This design comes from an exercise in tuning for a short achievable clock period and few clock cycles per item on the open sky130 flow, not from production work. The RTL was checked by simulation tests, not by an equivalence proof against the original design. Power figures rest on the tool's default switching activity, not on a simulated workload.

## the reference run
==> flow/design.v <==
`timescale 1ns / 1ps
package wrg_pkg;
  localparam int POOL_DEPTH = 16;
  localparam int ADDR_W     = $clog2(POOL_DEPTH);
  localparam int WORD_W     = 32;
  localparam int CHUNK_W    = 4;
  localparam int CHUNKS     = WORD_W / CHUNK_W;
  typedef logic [ADDR_W-1:0]  addr_t;
  typedef logic [WORD_W-1:0]  word_t;
  typedef logic [CHUNK_W-1:0] chunk_t;
  typedef logic [CHUNKS-1:1]  carry_t;
  localparam word_t SEED_RESET  = 32'd1;
  localparam word_t TEMPER_MASK = 32'hDA44_2D24;
  function automatic logic [CHUNK_W:0] add_chunk(chunk_t a, chunk_t b, logic ci);
    chunk_t g, p, gn, pn, c;
    g = a & b;
    p = a ^ b;
    g[0] = g[0] | (p[0] & ci);
    for (int d = 1; d < CHUNK_W; d = d * 2) begin
      gn = g;
      pn = p;
      for (int i = d; i < CHUNK_W; i++) begin
        gn[i] = g[i] | (p[i] & g[i-d]);
        pn[i] = p[i] & p[i-d];
      end
      g = gn;
      p = pn;
    end
    c = {g[CHUNK_W-2:0], ci};
    add_chunk = {g[CHUNK_W-1], (a ^ b) ^ c};
  endfunction
  function automatic logic [WORD_W+CHUNKS-2:0] add_split(word_t a, word_t b, logic ci);
    word_t  s;
    carry_t cy;
    logic [CHUNK_W:0] r;
    for (int j = 0; j < CHUNKS; j++) begin
      r = add_chunk(a[j*CHUNK_W +: CHUNK_W], b[j*CHUNK_W +: CHUNK_W], (j == 0) ? ci : 1'b0);
      s[j*CHUNK_W +: CHUNK_W] = r[CHUNK_W-1:0];
      if (j < CHUNKS - 1) cy[j+1] = r[CHUNK_W];
    end
    add_split = {cy, s};
  endfunction
  function automatic carry_t carry_ahead(word_t x, carry_t cy);
    carry_t g, p, gn, pn;
    g = cy;
    p[1] = 1'b0;
    for (int j = 2; j < CHUNKS; j++) p[j] = &x[(j-1)*CHUNK_W +: CHUNK_W];
    for (int d = 1; d < CHUNKS - 1; d = d * 2) begin
      gn = g;
      pn = p;
      for (int j = 1 + d; j < CHUNKS; j++) begin
        gn[j] = g[j] | (p[j] & g[j-d]);
        pn[j] = p[j] & p[j-d];
      end
      g = gn;
      p = pn;
    end
    carry_ahead = g;
  endfunction
  function automatic word_t carry_in(word_t x, carry_t cin);
    chunk_t xc;
    word_t  s;
    s[CHUNK_W-1:0] = x[CHUNK_W-1:0];
    for (int j = 1; j < CHUNKS; j++) begin
      xc = x[j*CHUNK_W +: CHUNK_W];
      s[j*CHUNK_W] = xc[0] ^ cin[j];
      for (int i = 1; i < CHUNK_W; i++) begin
        s[j*CHUNK_W + i] = xc[i] ^ (cin[j] & (&(xc | ~chunk_t'((1 << i) - 1))));
      end
    end
    carry_in = s;
  endfunction
endpackage
`timescale 1ns / 1ps
module wrg_pool (
  input  logic            clk,
  input  logic            rst,
  input  logic            seed_we,
  input  wrg_pkg::word_t  seed_wdata,
  input  logic            draw,        
  output logic            busy,        
  output wrg_pkg::word_t  word         
);
  localparam int N = wrg_pkg::POOL_DEPTH;
  wrg_pkg::word_t sd_in, sd, s11_s, s11_c, s13_s, s13_c;
  logic           ld1, ld2, ld3;
  assign sd_in = rst ? wrg_pkg::SEED_RESET : seed_wdata;
  assign busy  = ld1;
  always_ff @(posedge clk) begin
    ld1   <= rst || seed_we;
    ld2   <= ld1;
    ld3   <= ld2;
    sd    <= sd_in;
    s11_s <= sd_in ^ (sd_in << 1) ^ (sd_in << 3);
    s11_c <= ((sd_in & (sd_in << 1)) | (sd_in & (sd_in << 3)) |
              ((sd_in << 1) & (sd_in << 3))) << 1;
    s13_s <= sd_in ^ (sd_in << 2) ^ (sd_in << 3);
    s13_c <= ((sd_in & (sd_in << 2)) | (sd_in & (sd_in << 3)) |
              ((sd_in << 2) & (sd_in << 3))) << 1;
  end
  wrg_pkg::word_t op_a [1:N-1];
  wrg_pkg::word_t op_b [1:N-1];
  logic           op_c [1:N-1];
  always_comb begin
    for (int k = 1; k < N; k++) begin
      op_b[k] = '0;
      op_c[k] = 1'b0;
    end
    op_a[1]  = sd;
    op_a[2]  = sd << 1;
    op_a[3]  = sd;        op_b[3]  = sd << 1;
    op_a[4]  = sd << 2;
    op_a[5]  = sd;        op_b[5]  = sd << 2;
    op_a[6]  = sd << 1;   op_b[6]  = sd << 2;
    op_a[7]  = sd << 3;   op_b[7]  = ~sd;          op_c[7]  = 1'b1;
    op_a[8]  = sd << 3;
    op_a[9]  = sd;        op_b[9]  = sd << 3;
    op_a[10] = sd << 1;   op_b[10] = sd << 3;
    op_a[11] = s11_s;     op_b[11] = s11_c;
    op_a[12] = sd << 2;   op_b[12] = sd << 3;
    op_a[13] = s13_s;     op_b[13] = s13_c;
    op_a[14] = sd << 4;   op_b[14] = ~(sd << 1);   op_c[14] = 1'b1;
    op_a[15] = sd << 4;   op_b[15] = ~sd;          op_c[15] = 1'b1;
  end
  wrg_pkg::word_t sr [1:N-1];
  wrg_pkg::carry_t cy [1:N-1];    
  wrg_pkg::carry_t ci [1:N-1];    
  wrg_pkg::word_t cur;
  function automatic logic [2*wrg_pkg::WORD_W-1:0] pool_terms(wrg_pkg::word_t far,
                                                               wrg_pkg::word_t mid,
                                                               wrg_pkg::word_t prev);
    wrg_pkg::word_t f, c, r, q;
    f = far ^ (far << 15);
    c = mid ^ (mid >> 11);
    r = f ^ c;
    q = prev ^ (prev << 2) ^ c ^ (c << 28) ^ ((r << 5) & wrg_pkg::TEMPER_MASK) ^ (f << 18);
    pool_terms = {q, r};
  endfunction
  wrg_pkg::word_t q, r, qc, rc, a, a_new, w;
  logic           ld3_go;
  assign ld3_go = ld3 && !ld1 && !ld2;
  assign a      = cur;
  assign a_new  = a ^ (a << 16) ^ r ^ rc;
  assign w      = q ^ qc ^ ((a << 5) & wrg_pkg::TEMPER_MASK) ^
                  ((a << 21) & wrg_pkg::TEMPER_MASK) ^ (a << 18);
  assign word   = w;
  always_ff @(posedge clk) begin
    if (draw) begin
      {q, r} <= pool_terms(sr[12], sr[8], sr[14]);
    end else begin
      {q, r} <= pool_terms(sr[13], sr[9], sr[15]);
    end
  end
  always_ff @(posedge clk) begin
    if (ld3_go) begin
      {qc, rc} <= pool_terms(wrg_pkg::carry_in(sr[13], ci[13]) ^ sr[13],
                             wrg_pkg::carry_in(sr[9], ci[9]) ^ sr[9],
                             wrg_pkg::carry_in(sr[15], ci[15]) ^ sr[15]);
    end else begin
      {qc, rc} <= '0;
    end
  end
  logic [wrg_pkg::WORD_W+wrg_pkg::CHUNKS-2:0] split [1:N-1];
  always_comb begin
    for (int k = 1; k < N; k++) split[k] = wrg_pkg::add_split(op_a[k], op_b[k], op_c[k]);
  end
  always_ff @(posedge clk) begin
    for (int k = 1; k < N; k++) begin
      cy[k] <= split[k][wrg_pkg::WORD_W +: wrg_pkg::CHUNKS-1];
      ci[k] <= wrg_pkg::carry_ahead(sr[k], cy[k]);
    end
  end
  always_ff @(posedge clk) begin
    if (ld1) begin
      cur <= '0;
      for (int k = 1; k < N; k++) sr[k] <= split[k][wrg_pkg::WORD_W-1:0];
    end else if (ld2) begin
    end else if (ld3) begin
      for (int k = 1; k < N; k++) sr[k] <= wrg_pkg::carry_in(sr[k], ci[k]);
    end else if (draw) begin
      cur   <= w;
      sr[1] <= a_new;
      for (int k = 2; k < N; k++) sr[k] <= sr[k-1];
    end
  end
endmodule
`timescale 1ns / 1ps
module wrg_core (
  input  logic              clk,
  input  logic              rst,
  input  logic              clear,       
  input  logic              busy,        
  input  logic              req_valid,
  input  logic              req_draw,
  output logic              in_ready,
  output logic              draw,        
  input  wrg_pkg::word_t    word,        
  output logic              out_valid,
  input  logic              out_ready,
  output wrg_pkg::word_t    out_word
);
  localparam int DEPTH = 3;
  wrg_pkg::word_t   e [0:DEPTH-1];
  logic [DEPTH-1:0] v;
  logic             ready_q;
  logic             draw_q;
  logic             pop, acc;
  logic [DEPTH-1:0] v_push, v_next;
  logic [DEPTH:0]   occ;        
  assign pop = v[0] && out_ready;
  assign acc = req_valid && ready_q && req_draw && !clear && !rst;
  assign v_push = draw_q ? {v[DEPTH-2:0], 1'b1} : v;
  assign v_next = pop ? {1'b0, v_push[DEPTH-1:1]} : v_push;
  assign occ    = {v_push, 1'b1};
  always_ff @(posedge clk) begin
    if (rst || clear) begin
      v       <= '0;
      draw_q  <= 1'b0;
      ready_q <= 1'b0;
    end else begin
      v       <= v_next;
      draw_q  <= acc;
      case ({acc, pop})
        2'b10:   ready_q <= !busy && !occ[DEPTH-1];
        2'b01:   ready_q <= !busy;
        default: ready_q <= !busy && !occ[DEPTH];
      endcase
    end
  end
  for (genvar i = 0; i < DEPTH; i++) begin : g_e
    wrg_pkg::word_t nxt;
    if (i < DEPTH - 1) begin : g_mid
      assign nxt = v[i+1] ? e[i+1] : word;
    end else begin : g_last
      assign nxt = word;
    end
    if (i == 0) begin : g_head
      logic                load;
      wrg_pkg::word_t      e0_n, d0;
      assign load = pop || !v[i];
      assign d0   = load ? nxt : ~e0_n;
      always_ff @(posedge clk) begin
        e[i] <= d0;
        e0_n <= ~d0;
      end
    end else begin : g_tail
      always_ff @(posedge clk) begin
        if (pop || !v[i]) e[i] <= nxt;
      end
    end
  end
  assign in_ready  = ready_q;
  assign draw      = draw_q;
  assign out_valid = v[0];
  assign out_word  = e[0];
endmodule
`timescale 1ns / 1ps
module well512_random_generator_unit (
  input  logic        clk,
  input  logic        rst,
  input  logic        s_axis_tvalid,
  output logic        s_axis_tready,
  input  logic [7:0]  s_axis_tdata,    
  output logic        m_axis_tvalid,
  input  logic        m_axis_tready,
  output logic [31:0] m_axis_tdata,    
  input  logic        seed_we,
  input  logic [31:0] seed_wdata
);
  logic           draw;
  logic           busy;
  wrg_pkg::word_t word;
  wrg_pool u_pool (
    .clk        (clk),
    .rst        (rst),
    .seed_we    (seed_we),
    .seed_wdata (seed_wdata),
    .draw       (draw),
    .busy       (busy),
    .word       (word)
  );
  wrg_core u_core (
    .clk       (clk),
    .rst       (rst),
    .clear     (seed_we),
    .busy      (busy),
    .req_valid (s_axis_tvalid),
    .req_draw  (s_axis_tdata[0]),
    .in_ready  (s_axis_tready),
    .draw      (draw),
    .word      (word),
    .out_valid (m_axis_tvalid),
    .out_ready (m_axis_tready),
    .out_word  (m_axis_tdata)
  );
endmodule
clock: 5.2 ns
lec_check: 0
cap_margin: 20
core_margin: 2
core_utilization: 55
setup_slack_margin: 3.3
slew_margin: 20
tns_end_percent: 100
run.sh (not shown) runs the stock make flow with config.mk's settings and CLKGATE_MAP_FILE= SYNTH_SCRIPT=/design/flow/synth_recipe.tcl, a recipe that flattens the netlist after the stock synthesis.
Testbench counts of the reference run, summed over its fixed seeds: cycles 16,544, items 16,384.
Input changes introduced in the trial run (baseline for comparison: the reference run):
diff --git a/flow/design.v b/flow/design.v
--- a/flow/design.v
+++ b/flow/design.v
@@ -85,7 +85,7 @@
   wrg_pkg::word_t sd_in, sd, s11_s, s11_c, s13_s, s13_c;
   logic           ld1, ld2, ld3;
   assign sd_in = rst ? wrg_pkg::SEED_RESET : seed_wdata;
-  assign busy  = ld1;
+  assign busy  = ld1 || ld2;
   always_ff @(posedge clk) begin
     ld1   <= rst || seed_we;
     ld2   <= ld1;
@@ -123,8 +123,7 @@
     op_a[15] = sd << 4;   op_b[15] = ~sd;          op_c[15] = 1'b1;
   end
   wrg_pkg::word_t sr [1:N-1];
-  wrg_pkg::carry_t cy [1:N-1];    
-  wrg_pkg::carry_t ci [1:N-1];    
+  wrg_pkg::carry_t cy [1:N-1];
   wrg_pkg::word_t cur;
   function automatic logic [2*wrg_pkg::WORD_W-1:0] pool_terms(wrg_pkg::word_t far,
                                                                wrg_pkg::word_t mid,
@@ -136,14 +135,12 @@
     q = prev ^ (prev << 2) ^ c ^ (c << 28) ^ ((r << 5) & wrg_pkg::TEMPER_MASK) ^ (f << 18);
     pool_terms = {q, r};
   endfunction
-  wrg_pkg::word_t q, r, qc, rc, a, a_new, w;
-  logic           ld3_go;
-  assign ld3_go = ld3 && !ld1 && !ld2;
-  assign a      = cur;
-  assign a_new  = a ^ (a << 16) ^ r ^ rc;
-  assign w      = q ^ qc ^ ((a << 5) & wrg_pkg::TEMPER_MASK) ^
-                  ((a << 21) & wrg_pkg::TEMPER_MASK) ^ (a << 18);
-  assign word   = w;
+  wrg_pkg::word_t q, r, a, a_new, w;
+  assign a     = cur;
+  assign a_new = a ^ (a << 16) ^ r;
+  assign w     = q ^ ((a << 5) & wrg_pkg::TEMPER_MASK) ^ ((a << 21) & wrg_pkg::TEMPER_MASK) ^
+                 (a << 18);
+  assign word  = w;
   always_ff @(posedge clk) begin
     if (draw) begin
       {q, r} <= pool_terms(sr[12], sr[8], sr[14]);
@@ -152,31 +149,13 @@
     end
   end
   always_ff @(posedge clk) begin
-    if (ld3_go) begin
-      {qc, rc} <= pool_terms(wrg_pkg::carry_in(sr[13], ci[13]) ^ sr[13],
-                             wrg_pkg::carry_in(sr[9], ci[9]) ^ sr[9],
-                             wrg_pkg::carry_in(sr[15], ci[15]) ^ sr[15]);
-    end else begin
-      {qc, rc} <= '0;
-    end
-  end
-  logic [wrg_pkg::WORD_W+wrg_pkg::CHUNKS-2:0] split [1:N-1];
-  always_comb begin
-    for (int k = 1; k < N; k++) split[k] = wrg_pkg::add_split(op_a[k], op_b[k], op_c[k]);
-  end
-  always_ff @(posedge clk) begin
-    for (int k = 1; k < N; k++) begin
-      cy[k] <= split[k][wrg_pkg::WORD_W +: wrg_pkg::CHUNKS-1];
-      ci[k] <= wrg_pkg::carry_ahead(sr[k], cy[k]);
-    end
-  end
-  always_ff @(posedge clk) begin
     if (ld1) begin
       cur <= '0;
-      for (int k = 1; k < N; k++) sr[k] <= split[k][wrg_pkg::WORD_W-1:0];
+      for (int k = 1; k < N; k++) {cy[k], sr[k]} <= wrg_pkg::add_split(op_a[k], op_b[k], op_c[k]);
     end else if (ld2) begin
+      for (int k = 1; k < N; k++) cy[k] <= wrg_pkg::carry_ahead(sr[k], cy[k]);
     end else if (ld3) begin
-      for (int k = 1; k < N; k++) sr[k] <= wrg_pkg::carry_in(sr[k], ci[k]);
+      for (int k = 1; k < N; k++) sr[k] <= wrg_pkg::carry_in(sr[k], cy[k]);
     end else if (draw) begin
       cur   <= w;
       sr[1] <= a_new;
@@ -234,19 +213,8 @@
     end else begin : g_last
       assign nxt = word;
     end
-    if (i == 0) begin : g_head
-      logic                load;
-      wrg_pkg::word_t      e0_n, d0;
-      assign load = pop || !v[i];
-      assign d0   = load ? nxt : ~e0_n;
-      always_ff @(posedge clk) begin
-        e[i] <= d0;
-        e0_n <= ~d0;
-      end
-    end else begin : g_tail
-      always_ff @(posedge clk) begin
-        if (pop || !v[i]) e[i] <= nxt;
-      end
+    always_ff @(posedge clk) begin
+      if (pop || !v[i]) e[i] <= nxt;
     end
   end
   assign in_ready  = ready_q;
Results
No stage failed in the trial run, and the final checks on the layout all came back clean. The trial run vs. the reference run: maximum number of pins on one net before global-route repair now smaller, internal reg-to-reg setup slack fell 0.17 ns, post-synthesis to final-layout area growth went up 1.6 points, met2 usage dropped 0.28 points, design area -about 7%. Combinational cell fraction of total power (lower): the trial run. Capturing element of the worst setup path = m_axis_tvalid: the reference run; capturing element of the worst setup path = m_axis_tdata[8]: the trial run. Taking the reference run over the trial run, the number of gates given a new drive strength after cts ratio works out to 0.79. Cmp the reference run and the trial run / total power / higher: the reference run. The reference run ended up with met4 as its topmost layer with routed signal wires; the trial run ended up with met5.
Testbench counts of the trial run, summed over its fixed seeds: cycles 16,576, items 16,384.

re-timing with driven ports:
Ports are ideal in the flow. The routed layouts listed here were re-timed in OpenROAD. Step 1: set_driving_cell puts a clkbuf_16 on clk and a buf_2 on each other input, an assumption about the parent block. Step 2 times the ports against the registers' clock, not the clock port: input delays grow and output delays shrink by t, the midpoint of the rising clock arrivals with the driver on. Three values: ideal ports, drivers, drivers and shift; two values: the first two.
run | shift t [ns] | setup WS [ns] | worst slew at a driven data input, ns
the reference run | 0.782 | 2.993 / 2.922 / 2.619 | 0.07
the trial run | 0.756 | 2.965 / 2.893 / 2.588 | 0.07
After both steps every run listed still meets setup and hold. The setup slack of the trial run, which loses most, moves by -0.072 ns with the drivers and by -0.377 ns with both steps.
